Source: an optimization exercise on an open RTL-to-GDS flow (aim: small area). Production flows keep margins and buffers that such runs may drop. At most, simulation tests tie the RTL to the original design; equivalence was not proved.

==> inputs of 06-25 <==
## rv_exec_top
module rv_exec_top (
   input  logic                              i_clk,
   input  logic                              i_rst,
   input  logic                              i_valid,
   input  logic [rv_exec_pkg::XLEN-1:0]      i_inst,
   input  logic                              i_wr_en,
   input  logic [rv_exec_pkg::REG_AW-1:0]    i_wr_addr,
   input  logic [rv_exec_pkg::XLEN-1:0]      i_wr_data,
   output logic                              o_valid,
   output logic [rv_exec_pkg::XLEN-1:0]      o_result,
   output logic [rv_exec_pkg::REG_AW-1:0]    o_rd,
   output logic                              o_illegal
);
==> module rv_alu_pfx, before the edit <==
module rv_alu_pfx (
   input  logic gh, ph, gl, pl,
   output logic go, po
);
   assign go = gh || (ph && gl);
   assign po = ph && pl;
endmodule
==> module rv_alu_pfxg, before the edit <==
module rv_alu_pfxg (
   input  logic gh, ph, gl,
   output logic go
);
   assign go = gh || (ph && gl);
endmodule
==> module rv_alu_res, before the edit <==
module rv_alu_res (
   input  logic sum, p, g, shr, shl,
   input  logic sel_add, sel_p, sel_g, sel_sr, sel_sl,
   output logic y
);
   assign y = (sel_add && sum) || (sel_p && p) || (sel_g && g)
              || (sel_sr && shr) || (sel_sl && shl);
endmodule
==> module rv_alu_cmp, before the edit <==
module rv_alu_cmp (
   input  logic p31, c31, a31, cout, sel_slt, sel_sltu,
   output logic y
);
   logic slt;
   assign slt = p31 ? !c31 : a31;
   assign y   = (sel_slt && slt) || (sel_sltu && !cout);
endmodule
==> module rv_alu, before the edit <==
module rv_alu (
   input  logic [rv_exec_pkg::XLEN-1:0] i_a,
   input  logic [rv_exec_pkg::XLEN-1:0] i_b,
   input  logic [2:0]                   i_funct3,
   input  logic                         i_alt,       
   input  logic                         i_is_imm,
   input  logic                         i_is_lui,
   output logic [rv_exec_pkg::XLEN-1:0] o_result
);
   localparam int XLEN = rv_exec_pkg::XLEN;
   logic            sel_add, sel_p, sel_g, sel_sr, sel_sl, sel_slt, sel_sltu;
   logic            sub, fill, fill_n;
   logic [XLEN-1:0] p, g, c, sum;
   logic [XLEN-1:0] pg_g [6];
   logic [XLEN-1:0] pg_p [6];
   logic [XLEN-1:0] sh   [7];
   logic [XLEN-1:0] res;
   logic            cmp;
   always_comb begin
      sel_add  = i_is_lui || (i_funct3 == 3'b000);
      sel_p    = !i_is_lui && ((i_funct3 == 3'b100) || (i_funct3 == 3'b110));
      sel_g    = !i_is_lui && ((i_funct3 == 3'b110) || (i_funct3 == 3'b111));
      sel_sr   = !i_is_lui && (i_funct3 == 3'b101);
      sel_sl   = !i_is_lui && (i_funct3 == 3'b001);
      sel_slt  = !i_is_lui && (i_funct3 == 3'b010);
      sel_sltu = !i_is_lui && (i_funct3 == 3'b011);
      sub      = sel_slt || sel_sltu
                 || (!i_is_lui && !i_is_imm && i_alt && (i_funct3 == 3'b000));
   end
   rv_alu_pg0 u_pg0 (.a (i_a[0]), .b (i_b[0]), .sub (sub), .p (p[0]), .g (g[0]));
   for (genvar i = 1; i < XLEN; i++) begin : g_pg
      rv_alu_pg u_pg (.a (i_a[i]), .b (i_b[i]), .sub (sub), .p (p[i]), .g (g[i]));
   end
   assign pg_g[0] = g;
   assign pg_p[0] = p;
   for (genvar k = 0; k < 5; k++) begin : g_lvl
      for (genvar i = 0; i < XLEN; i++) begin : g_node
         if (((i >> k) & 1) == 0) begin : g_pass
            assign pg_g[k+1][i] = pg_g[k][i];
            assign pg_p[k+1][i] = pg_p[k][i];
         end else if (i >= (2 << k)) begin : g_full
            rv_alu_pfx u_pfx (
               .gh (pg_g[k][i]), .ph (pg_p[k][i]),
               .gl (pg_g[k][((i >> k) << k) - 1]), .pl (pg_p[k][((i >> k) << k) - 1]),
               .go (pg_g[k+1][i]), .po (pg_p[k+1][i])
            );
         end else begin : g_gen
            rv_alu_pfxg u_pfx (
               .gh (pg_g[k][i]), .ph (pg_p[k][i]),
               .gl (pg_g[k][((i >> k) << k) - 1]),
               .go (pg_g[k+1][i])
            );
            assign pg_p[k+1][i] = pg_p[k][i];    
         end
      end
   end
   assign c = {pg_g[5][XLEN-2:0], sub};
   for (genvar i = 0; i < XLEN; i++) begin : g_sum
      rv_alu_xor2 u_sum (.a (p[i]), .b (c[i]), .y (sum[i]));
   end
   assign fill   = i_alt && !sel_sl && i_a[XLEN-1];
   assign fill_n = !fill;
   for (genvar i = 0; i < XLEN; i++) begin : g_rev
      rv_alu_mux2i u_rev (.s (sel_sl), .d0 (i_a[i]), .d1 (i_a[XLEN-1-i]), .y (sh[1][i]));
   end
   assign sh[0] = '0;    
   for (genvar k = 0; k < 5; k++) begin : g_sh
      for (genvar i = 0; i < XLEN; i++) begin : g_bit
         rv_alu_mux2i u_mux (
            .s  (i_b[k]),    
            .d0 (sh[k+1][i]),
            .d1 ((i + (1 << k) < XLEN) ? sh[k+1][i + (1 << k)] : ((k % 2 == 0) ? fill_n : fill)),
            .y  (sh[k+2][i])
         );
      end
   end
   rv_alu_cmp u_cmp (
      .p31 (p[XLEN-1]), .c31 (c[XLEN-1]), .a31 (i_a[XLEN-1]), .cout (pg_g[5][XLEN-1]),
      .sel_slt (sel_slt), .sel_sltu (sel_sltu), .y (cmp)
   );
   for (genvar i = 0; i < XLEN; i++) begin : g_res
      rv_alu_res u_res (
         .sum (sum[i]), .p (p[i]), .g (g[i]), .shr (sh[6][i]), .shl (sh[6][XLEN-1-i]),
         .sel_add (sel_add), .sel_p (sel_p), .sel_g (sel_g), .sel_sr (sel_sr), .sel_sl (sel_sl),
         .y (res[i])
      );
   end
   assign o_result = {res[XLEN-1:1], res[0] | cmp};
endmodule
Settings: LEC_CHECK=0, CAP_MARGIN=5, CORE_MARGIN=2, CORE_UTILIZATION=55, CTS_CLUSTER_DIAMETER=100, CTS_CLUSTER_SIZE=40, GPL_TIMING_DRIVEN=0, MIN_ROUTING_LAYER=met2, SLEW_MARGIN=5, SYNTH_HIERARCHICAL=1; clock period 4.5 ns.
run.sh (not shown) runs the stock make flow with config.mk's settings and CLKGATE_MAP_FILE= SYNTH_SCRIPT=/design/flow/synth_recipe.tcl, a recipe that flattens the netlist after the stock synthesis.
==> 03-05 (differences from 06-25) <==
--- a/flow/design.v
+++ b/flow/design.v
@@ -110,54 +110,90 @@
    output logic p, g
 );
    logic bx;
    assign bx = b ^ sub;
    assign p  = a ^ bx;
    assign g  = (a && bx) || (a && sub) || (bx && sub);
 endmodule
-module rv_alu_pfx (
+module rv_alu_pfx_n (
    input  logic gh, ph, gl, pl,
+   output logic go_n, po_n
+);
+   assign go_n = !(gh || (ph && gl));
+   assign po_n = !(ph && pl);
+endmodule
+module rv_alu_pfx_p (
+   input  logic gh_n, ph_n, gl_n, pl_n,
    output logic go, po
 );
-   assign go = gh || (ph && gl);
-   assign po = ph && pl;
+   assign go = !(gh_n && (ph_n || gl_n));
+   assign po = !(ph_n || pl_n);
 endmodule
-module rv_alu_pfxg (
+module rv_alu_pfxg_n (
    input  logic gh, ph, gl,
+   output logic go_n
+);
+   assign go_n = !(gh || (ph && gl));
+endmodule
+module rv_alu_pfxg_p (
+   input  logic gh_n, ph_n, gl_n,
    output logic go
 );
-   assign go = gh || (ph && gl);
+   assign go = !(gh_n && (ph_n || gl_n));
+endmodule
+module rv_alu_inv (
+   input  logic a,
+   output logic y
+);
+   assign y = !a;
+endmodule
+module rv_alu_xnor2 (
+   input  logic a, b,
+   output logic y
+);
+   assign y = !(a ^ b);
 endmodule
 module rv_alu_mux2i (
    input  logic s, d0, d1,
    output logic y
 );
    assign y = !(s ? d1 : d0);
 endmodule
 module rv_alu_xor2 (
    input  logic a, b,
    output logic y
 );
    assign y = a ^ b;
 endmodule
-module rv_alu_res (
-   input  logic sum, p, g, shr, shl,
-   input  logic sel_add, sel_p, sel_g, sel_sr, sel_sl,
+module rv_alu_res4 (
+   input  logic p, g, shr, shl,
+   input  logic sel_p, sel_g, sel_sr, sel_sl,
+   output logic y
+);
+   assign y = (sel_p && p) || (sel_g && g) || (sel_sr && shr) || (sel_sl && shl);
+endmodule
+module rv_alu_fin (
+   input  logic sum, sel_add, other,
+   output logic y
+);
+   assign y = (sel_add && sum) || other;
+endmodule
+module rv_alu_fin0 (
+   input  logic sum, sel_add, other, cmp,
    output logic y
 );
-   assign y = (sel_add && sum) || (sel_p && p) || (sel_g && g)
-              || (sel_sr && shr) || (sel_sl && shl);
+   assign y = (sel_add && sum) || other || cmp;
 endmodule
 module rv_alu_cmp (
-   input  logic p31, c31, a31, cout, sel_slt, sel_sltu,
+   input  logic p31, c31, a31, cout_n, sel_slt, sel_sltu,
    output logic y
 );
    logic slt;
    assign slt = p31 ? !c31 : a31;
-   assign y   = (sel_slt && slt) || (sel_sltu && !cout);
+   assign y   = (sel_slt && slt) || (sel_sltu && cout_n);
 endmodule
 module rv_alu (
    input  logic [rv_exec_pkg::XLEN-1:0] i_a,
    input  logic [rv_exec_pkg::XLEN-1:0] i_b,
    input  logic [2:0]                   i_funct3,
    input  logic                         i_alt,       
    input  logic                         i_is_imm,
@@ -167,15 +203,14 @@
    localparam int XLEN = rv_exec_pkg::XLEN;
    logic            sel_add, sel_p, sel_g, sel_sr, sel_sl, sel_slt, sel_sltu;
    logic            sub, fill, fill_n;
    logic [XLEN-1:0] p, g, c, sum;
    logic [XLEN-1:0] pg_g [6];
    logic [XLEN-1:0] pg_p [6];
    logic [XLEN-1:0] sh   [7];
-   logic [XLEN-1:0] res;
    logic            cmp;
    always_comb begin
       sel_add  = i_is_lui || (i_funct3 == 3'b000);
       sel_p    = !i_is_lui && ((i_funct3 == 3'b100) || (i_funct3 == 3'b110));
       sel_g    = !i_is_lui && ((i_funct3 == 3'b110) || (i_funct3 == 3'b111));
       sel_sr   = !i_is_lui && (i_funct3 == 3'b101);
       sel_sl   = !i_is_lui && (i_funct3 == 3'b001);
@@ -184,40 +219,96 @@
       sub      = sel_slt || sel_sltu
                  || (!i_is_lui && !i_is_imm && i_alt && (i_funct3 == 3'b000));
    end
    rv_alu_pg0 u_pg0 (.a (i_a[0]), .b (i_b[0]), .sub (sub), .p (p[0]), .g (g[0]));
    for (genvar i = 1; i < XLEN; i++) begin : g_pg
       rv_alu_pg u_pg (.a (i_a[i]), .b (i_b[i]), .sub (sub), .p (p[i]), .g (g[i]));
    end
+   function automatic integer pol(input integer k, input integer i);
+      integer b;
+      begin
+         pol = 0;
+         for (b = 0; b < k; b = b + 1)
+            pol = pol ^ ((i >> b) & 1);
+      end
+   endfunction
    assign pg_g[0] = g;
    assign pg_p[0] = p;
    for (genvar k = 0; k < 5; k++) begin : g_lvl
+      logic [XLEN-1:0] inv_g, inv_p;
+      for (genvar j = 0; j < XLEN; j++) begin : g_lo
+         if (j + 1 < XLEN && (((j + 1) >> k) & 1) == 1 && ((j + 1) & ((1 << k) - 1)) == 0) begin : g_copy
+            rv_alu_inv u_ig (.a (pg_g[k][j]), .y (inv_g[j]));
+            if (j + 1 >= (2 << k)) begin : g_cp
+               rv_alu_inv u_ip (.a (pg_p[k][j]), .y (inv_p[j]));
+            end else begin : g_nop
+               assign inv_p[j] = 1'b0;    
+            end
+         end else begin : g_none
+            assign inv_g[j] = 1'b0;    
+            assign inv_p[j] = 1'b0;
+         end
+      end
       for (genvar i = 0; i < XLEN; i++) begin : g_node
+         localparam int J = ((i >> k) << k) - 1;
+         logic lo_g, lo_p;
+         if (((i >> k) & 1) == 1 && pol(k, i) != pol(k, J)) begin : g_li
+            assign lo_g = inv_g[J];
+            assign lo_p = inv_p[J];
+         end else if (((i >> k) & 1) == 1) begin : g_ld
+            assign lo_g = pg_g[k][J];
+            assign lo_p = pg_p[k][J];
+         end else begin : g_lx
+            assign lo_g = 1'b0;    
+            assign lo_p = 1'b0;
+         end
          if (((i >> k) & 1) == 0) begin : g_pass
             assign pg_g[k+1][i] = pg_g[k][i];
             assign pg_p[k+1][i] = pg_p[k][i];
          end else if (i >= (2 << k)) begin : g_full
-            rv_alu_pfx u_pfx (
-               .gh (pg_g[k][i]), .ph (pg_p[k][i]),
-               .gl (pg_g[k][((i >> k) << k) - 1]), .pl (pg_p[k][((i >> k) << k) - 1]),
-               .go (pg_g[k+1][i]), .po (pg_p[k+1][i])
-            );
+            if (pol(k, i) == 0) begin : g_n
+               rv_alu_pfx_n u_pfx (
+                  .gh (pg_g[k][i]), .ph (pg_p[k][i]), .gl (lo_g), .pl (lo_p),
+                  .go_n (pg_g[k+1][i]), .po_n (pg_p[k+1][i])
+               );
+            end else begin : g_p
+               rv_alu_pfx_p u_pfx (
+                  .gh_n (pg_g[k][i]), .ph_n (pg_p[k][i]), .gl_n (lo_g), .pl_n (lo_p),
+                  .go (pg_g[k+1][i]), .po (pg_p[k+1][i])
+               );
+            end
          end else begin : g_gen
-            rv_alu_pfxg u_pfx (
-               .gh (pg_g[k][i]), .ph (pg_p[k][i]),
-               .gl (pg_g[k][((i >> k) << k) - 1]),
-               .go (pg_g[k+1][i])
-            );
+            if (pol(k, i) == 0) begin : g_n
+               rv_alu_pfxg_n u_pfx (
+                  .gh (pg_g[k][i]), .ph (pg_p[k][i]), .gl (lo_g),
+                  .go_n (pg_g[k+1][i])
+               );
+            end else begin : g_p
+               rv_alu_pfxg_p u_pfx (
+                  .gh_n (pg_g[k][i]), .ph_n (pg_p[k][i]), .gl_n (lo_g),
+                  .go (pg_g[k+1][i])
+               );
+            end
             assign pg_p[k+1][i] = pg_p[k][i];    
          end
       end
    end
-   assign c = {pg_g[5][XLEN-2:0], sub};
+   logic [XLEN-1:0] c_pol;
+   assign c[0]     = sub;
+   assign c_pol[0] = 1'b0;
+   for (genvar i = 1; i < XLEN; i++) begin : g_c
+      assign c[i]     = pg_g[5][i-1];
+      assign c_pol[i] = 1'(pol(5, i - 1));
+   end
    for (genvar i = 0; i < XLEN; i++) begin : g_sum
-      rv_alu_xor2 u_sum (.a (p[i]), .b (c[i]), .y (sum[i]));
+      if (pol(5, i - 1) == 0 || i == 0) begin : g_x
+         rv_alu_xor2 u_sum (.a (p[i]), .b (c[i]), .y (sum[i]));
+      end else begin : g_xn
+         rv_alu_xnor2 u_sum (.a (p[i]), .b (c[i]), .y (sum[i]));
+      end
    end
    assign fill   = i_alt && !sel_sl && i_a[XLEN-1];
    assign fill_n = !fill;
    for (genvar i = 0; i < XLEN; i++) begin : g_rev
       rv_alu_mux2i u_rev (.s (sel_sl), .d0 (i_a[i]), .d1 (i_a[XLEN-1-i]), .y (sh[1][i]));
    end
    assign sh[0] = '0;    
@@ -228,25 +319,30 @@
             .d0 (sh[k+1][i]),
             .d1 ((i + (1 << k) < XLEN) ? sh[k+1][i + (1 << k)] : ((k % 2 == 0) ? fill_n : fill)),
             .y  (sh[k+2][i])
          );
       end
    end
    rv_alu_cmp u_cmp (
-      .p31 (p[XLEN-1]), .c31 (c[XLEN-1]), .a31 (i_a[XLEN-1]), .cout (pg_g[5][XLEN-1]),
+      .p31 (p[XLEN-1]), .c31 (c[XLEN-1]), .a31 (i_a[XLEN-1]), .cout_n (pg_g[5][XLEN-1]),
       .sel_slt (sel_slt), .sel_sltu (sel_sltu), .y (cmp)
    );
    for (genvar i = 0; i < XLEN; i++) begin : g_res
-      rv_alu_res u_res (
-         .sum (sum[i]), .p (p[i]), .g (g[i]), .shr (sh[6][i]), .shl (sh[6][XLEN-1-i]),
-         .sel_add (sel_add), .sel_p (sel_p), .sel_g (sel_g), .sel_sr (sel_sr), .sel_sl (sel_sl),
-         .y (res[i])
+      logic other;
+      rv_alu_res4 u_res4 (
+         .p (p[i]), .g (g[i]), .shr (sh[6][i]), .shl (sh[6][XLEN-1-i]),
+         .sel_p (sel_p), .sel_g (sel_g), .sel_sr (sel_sr), .sel_sl (sel_sl),
+         .y (other)
       );
+      if (i == 0) begin : g_b0
+         rv_alu_fin0 u_fin (.sum (sum[i]), .sel_add (sel_add), .other (other), .cmp (cmp), .y (o_result[i]));
+      end else begin : g_bn
+         rv_alu_fin u_fin (.sum (sum[i]), .sel_add (sel_add), .other (other), .y (o_result[i]));
+      end
    end
-   assign o_result = {res[XLEN-1:1], res[0] | cmp};
 endmodule
 module rv_exec_top (
    input  logic                              i_clk,
    input  logic                              i_rst,
    input  logic                              i_valid,
    input  logic [rv_exec_pkg::XLEN-1:0]      i_inst,
    input  logic                              i_wr_en,
==> flow/flow/run.sh (new file) <==
#!/bin/bash
# The standard layout (standard.sh), run in two calls: first its synthesis,
# unchanged, then the rest of the flow with our own clock-tree options
# (sink clusters, and no dummy loads for balancing).
set -euo pipefail
here=$(pwd)
bash standard.sh synth > "$here/synth.log" 2>&1
export CTS_ARGS="-sink_clustering_enable -repair_clock_nets -dont_use_dummy_load -sink_clustering_size 30 -sink_clustering_max_diameter 80"
bash standard.sh > "$here/layout.log" 2>&1
==> flow/standard.sh (new file) <==
#!/bin/bash
# synth_recipe.tcl (not shown) runs the flow's synth.tcl, then flattens the netlist and writes it again
# the make line also repeats each setting of config.mk as NAME=value (left out here)
make -C /OpenROAD-flow-scripts/flow DESIGN_CONFIG=/design/flow/config.mk WORK_HOME=/design/flow/orfs CLKGATE_MAP_FILE= SYNTH_SCRIPT=/design/flow/synth_recipe.tcl "${@:-finish}"
==> flow/config.mk (replaced) <==
export PLATFORM = sky130hd
export DESIGN_NAME = rv_exec_top
export DESIGN_NICKNAME = rv_exec_top
export VERILOG_FILES = /design/flow/design.v
export SDC_FILE = /design/flow/constraint.sdc
export NUM_CORES = 4
export LEC_CHECK = 0
export CAP_MARGIN = 10
export CORE_MARGIN = 2
export CORE_UTILIZATION = 35
export SETUP_SLACK_MARGIN = 0.1
export SLEW_MARGIN = 10
export SYNTH_HIERARCHICAL = 1
removed: flow/run.sh
==> 05-16 (differences from 06-25) <==
--- a/flow/design.v
+++ b/flow/design.v
@@ -47,57 +47,43 @@
 module rv_rf_tail (
    input  logic [10:0] i_grp_n,
    input  logic        i_imm_n,
    output logic        o_data
 );
    assign o_data = !(&i_grp_n[3:0] && &i_grp_n[7:4] && &{i_grp_n[10:8], i_imm_n});
 endmodule
-module rv_rf_tail0 (
-   input  logic [10:0] i_grp_n,
-   output logic        o_data
-);
-   assign o_data = !(&i_grp_n[3:0] && &i_grp_n[7:4] && &i_grp_n[10:8]);
-endmodule
-module rv_regfile #(
-   parameter bit HAS_IMM = 1'b1
-) (
+module rv_regfile (
    input  logic [3:0]                          i_lo_1h,   
    input  logic [7:0]                          i_hi_1h,   
+   input  logic                                i_en,
    input  logic [rv_exec_pkg::XLEN-1:0]        i_imm_n,
    input  logic [31*rv_exec_pkg::XLEN-1:0]     i_regs,    
    output logic [rv_exec_pkg::XLEN-1:0]        o_data
 );
    localparam int XLEN = rv_exec_pkg::XLEN;
    logic [31:1] sel;
    for (genvar r = 1; r < 32; r++) begin : g_sel
-      assign sel[r] = i_lo_1h[r%4] && i_hi_1h[r/4];
+      assign sel[r] = i_en && i_lo_1h[r%4] && i_hi_1h[r/4];
    end
    for (genvar b = 0; b < XLEN; b++) begin : g_bit
       logic [10:0] grp_n;    
       for (genvar g = 0; g < 10; g++) begin : g_grp
          rv_rf_aoi222 u_aoi (
             .a1 (sel[3*g+1]), .a2 (i_regs[(3*g+0)*XLEN+b]),
             .b1 (sel[3*g+2]), .b2 (i_regs[(3*g+1)*XLEN+b]),
             .c1 (sel[3*g+3]), .c2 (i_regs[(3*g+2)*XLEN+b]),
             .y  (grp_n[g])
          );
       end
       assign grp_n[10] = !(sel[31] && i_regs[30*XLEN+b]);
-      if (HAS_IMM) begin : g_imm
-         rv_rf_tail u_tail (
-            .i_grp_n  (grp_n),
-            .i_imm_n  (i_imm_n[b]),
-            .o_data   (o_data[b])
-         );
-      end else begin : g_noimm
-         rv_rf_tail0 u_tail (
-            .i_grp_n  (grp_n),
-            .o_data   (o_data[b])
-         );
-      end
+      rv_rf_tail u_tail (
+         .i_grp_n  (grp_n),
+         .i_imm_n  (i_imm_n[b]),
+         .o_data   (o_data[b])
+      );
    end
 endmodule
 module rv_alu_pg (
    input  logic a, b, sub,
    output logic p, g
 );
    logic bx;
@@ -263,17 +249,16 @@
    logic [31*XLEN-1:0] regs_flat;
    logic            s1_valid, s1_illegal;
    logic            s1_rs1_en;    
    logic            s1_rs2_en;    
    logic [4:0]      s1_rd;
    logic [2:0]      s1_funct3;
    logic [6:0]      s1_funct7;    
-   logic [3:0]      s1_rs1_lo, s1_rs2_lo;    
-   logic [7:0]      s1_rs1_hi, s1_rs2_hi;    
-   logic [1:0]      s1_rs1_b10, s1_rs2_b10;   
+   logic [3:0]      s1_rs1_lo, s1_rs2_lo;
+   logic [7:0]      s1_rs1_hi, s1_rs2_hi;
    logic            s1_is_imm, s1_is_lui;
    logic [4:0]      s1_rs1, s1_rs2;
    logic            s2_valid, s2_illegal;
    logic [4:0]      s2_rd;
    logic [XLEN-1:0] s2_result;
    logic [XLEN-1:0] rs1_data, rs2_data, alu_result;
    for (genvar r = 1; r < 32; r++) begin : g_reg
@@ -293,50 +278,52 @@
       s1_valid   <= !i_rst && i_valid;
       s1_illegal <= dec_illegal;
       s1_rs1_en  <= !dec_is_lui;
       s1_rs2_en  <= !dec_is_lui && !dec_is_imm;
       s1_rd      <= i_inst[11:7];
       s1_funct3  <= i_inst[14:12];
       s1_funct7  <= i_inst[31:25];
-      s1_rs1_b10 <= i_inst[16:15];
-      s1_rs2_b10 <= i_inst[21:20];
       for (int k = 0; k < 4; k++) begin
-         s1_rs1_lo[k] <= !dec_is_lui && (i_inst[16:15] == k);
-         s1_rs2_lo[k] <= !dec_is_lui && !dec_is_imm && (i_inst[21:20] == k);
+         s1_rs1_lo[k] <= (i_inst[16:15] == k);
+         s1_rs2_lo[k] <= (i_inst[21:20] == k);
       end
       for (int k = 0; k < 8; k++) begin
          s1_rs1_hi[k] <= (i_inst[19:17] == k);
          s1_rs2_hi[k] <= (i_inst[24:22] == k);
       end
    end
    assign s1_is_lui = !s1_rs1_en;
    assign s1_is_imm = s1_rs1_en && !s1_rs2_en;
    assign s1_rs1 = {s1_rs1_hi[4] | s1_rs1_hi[5] | s1_rs1_hi[6] | s1_rs1_hi[7],
                     s1_rs1_hi[2] | s1_rs1_hi[3] | s1_rs1_hi[6] | s1_rs1_hi[7],
                     s1_rs1_hi[1] | s1_rs1_hi[3] | s1_rs1_hi[5] | s1_rs1_hi[7],
-                    s1_rs1_b10};
+                    s1_rs1_lo[2] | s1_rs1_lo[3],
+                    s1_rs1_lo[1] | s1_rs1_lo[3]};
    assign s1_rs2 = {s1_rs2_hi[4] | s1_rs2_hi[5] | s1_rs2_hi[6] | s1_rs2_hi[7],
                     s1_rs2_hi[2] | s1_rs2_hi[3] | s1_rs2_hi[6] | s1_rs2_hi[7],
                     s1_rs2_hi[1] | s1_rs2_hi[3] | s1_rs2_hi[5] | s1_rs2_hi[7],
-                    s1_rs2_b10};
+                    s1_rs2_lo[2] | s1_rs2_lo[3],
+                    s1_rs2_lo[1] | s1_rs2_lo[3]};
    logic [XLEN-1:0] imm, imm_n;
    assign imm = s1_is_lui ? {s1_funct7, s1_rs2, s1_rs1, s1_funct3, 12'b0}
               : s1_is_imm ? {{(XLEN-12){s1_funct7[6]}}, s1_funct7, s1_rs2}
               : '0;
    assign imm_n = ~imm;
-   rv_regfile #(.HAS_IMM (1'b0)) u_rs1 (
+   rv_regfile u_rs1 (
       .i_lo_1h (s1_rs1_lo),
       .i_hi_1h (s1_rs1_hi),
+      .i_en    (s1_rs1_en),          
       .i_imm_n ('1),
       .i_regs  (regs_flat),
       .o_data  (rs1_data)
    );
    rv_regfile u_rs2 (
       .i_lo_1h (s1_rs2_lo),
       .i_hi_1h (s1_rs2_hi),
+      .i_en    (s1_rs2_en),
       .i_imm_n (imm_n),
       .i_regs  (regs_flat),
       .o_data  (rs2_data)
    );
    rv_alu u_alu (
       .i_a      (rs1_data),
       .i_b      (rs2_data),
==> flow/config.mk (replaced) <==
export PLATFORM = sky130hd
export DESIGN_NAME = rv_exec_top
export DESIGN_NICKNAME = rv_exec_top
export VERILOG_FILES = /design/flow/design.v
export SDC_FILE = /design/flow/constraint.sdc
export NUM_CORES = 4
export LEC_CHECK = 0
export CAP_MARGIN = 20
export CORE_MARGIN = 2
export CORE_UTILIZATION = 55
export CTS_CLUSTER_DIAMETER = 100
export CTS_CLUSTER_SIZE = 40
export GPL_TIMING_DRIVEN = 0
export MIN_ROUTING_LAYER = met2
export SLEW_MARGIN = 20
export SYNTH_HIERARCHICAL = 1
==> summary of the runs <==
Area after synthesis: 05-16 > 06-25 > 03-05. 05-16 ended with an error in global routing with GRT-0116. 03-05 finished clean. 06-25 did not get past global routing. Between 06-25 and 05-16, the lower synthesized cell count is in 06-25 (gap about 0.5%, measured against 05-16).
==> figures <==
Outcome: 06-25 stopped before the end; 03-05 no timing/DRC/antenna violations; 05-16 stopped before the end
Last stage reached: 06-25 global routing; 03-05 -; 05-16 global routing
Total setup buffers inserted after CTS: 06-25 60; 03-05 0; 05-16 126
Horizontal extent of the die: 06-25 296 µm; 03-05 370 µm; 05-16 296 µm
Row Count: 06-25 107; 03-05 134; 05-16 107
Setup Slack @ Placement: 06-25 -1.92 ns; 03-05 0.00955 ns; 05-16 -1.75 ns
Number of gates resized after cts: 06-25 74; 03-05 11; 05-16 167
GPL Wtd Cong: 06-25 1.09; 03-05 0.921; 05-16 1.10
Post-detail-place hpwl: 06-25 127,000 µm; 03-05 118,000 µm; 05-16 125,000 µm
Starting Density: 06-25 55.3%; 03-05 35.1%; 05-16 55.3%
CTS sink count: 06-25 1,117; 03-05 1,117; 05-16 1,113
Cell area after synthesis: 06-25 0.0468 mm²; 03-05 0.0468 mm²; 05-16 0.0469 mm²
Number of instances in the synthesized netlist: 06-25 2,864; 03-05 2,889; 05-16 2,878
Function not checked in 06-25 and 05-16: the RTL went through the layout flow alone.

-- separate check: timing with driven ports --
In the flow no input, the clock included, has a driving cell. The finished layout below was timed again as built, in two steps. Step 1 assumes that a clkbuf_16 drives the clock port and a buf_2 every other input. Step 2 also shifts input and output timing later by t, the mid clock arrival at the registers, as if the neighbouring blocks saw the same clock. a / b / c = ideal ports / drivers / drivers and shift; a / b = the first two.
run: 03-05
shift t [ns]: 0.760
setup WS [ns]: 0.168 / 0.168 / 0.168
latest minus earliest clock arrival (ns): 0.095 / 0.095
worst register clock-pin slew, ns: 0.12 / 0.12
worst data-port slew with drivers (ns): 0.15
After both steps 03-05 still meets setup and hold. For 03-05, drivers alone change the setup slack by 0.000 ns; drivers and shift together by 0.000 ns.
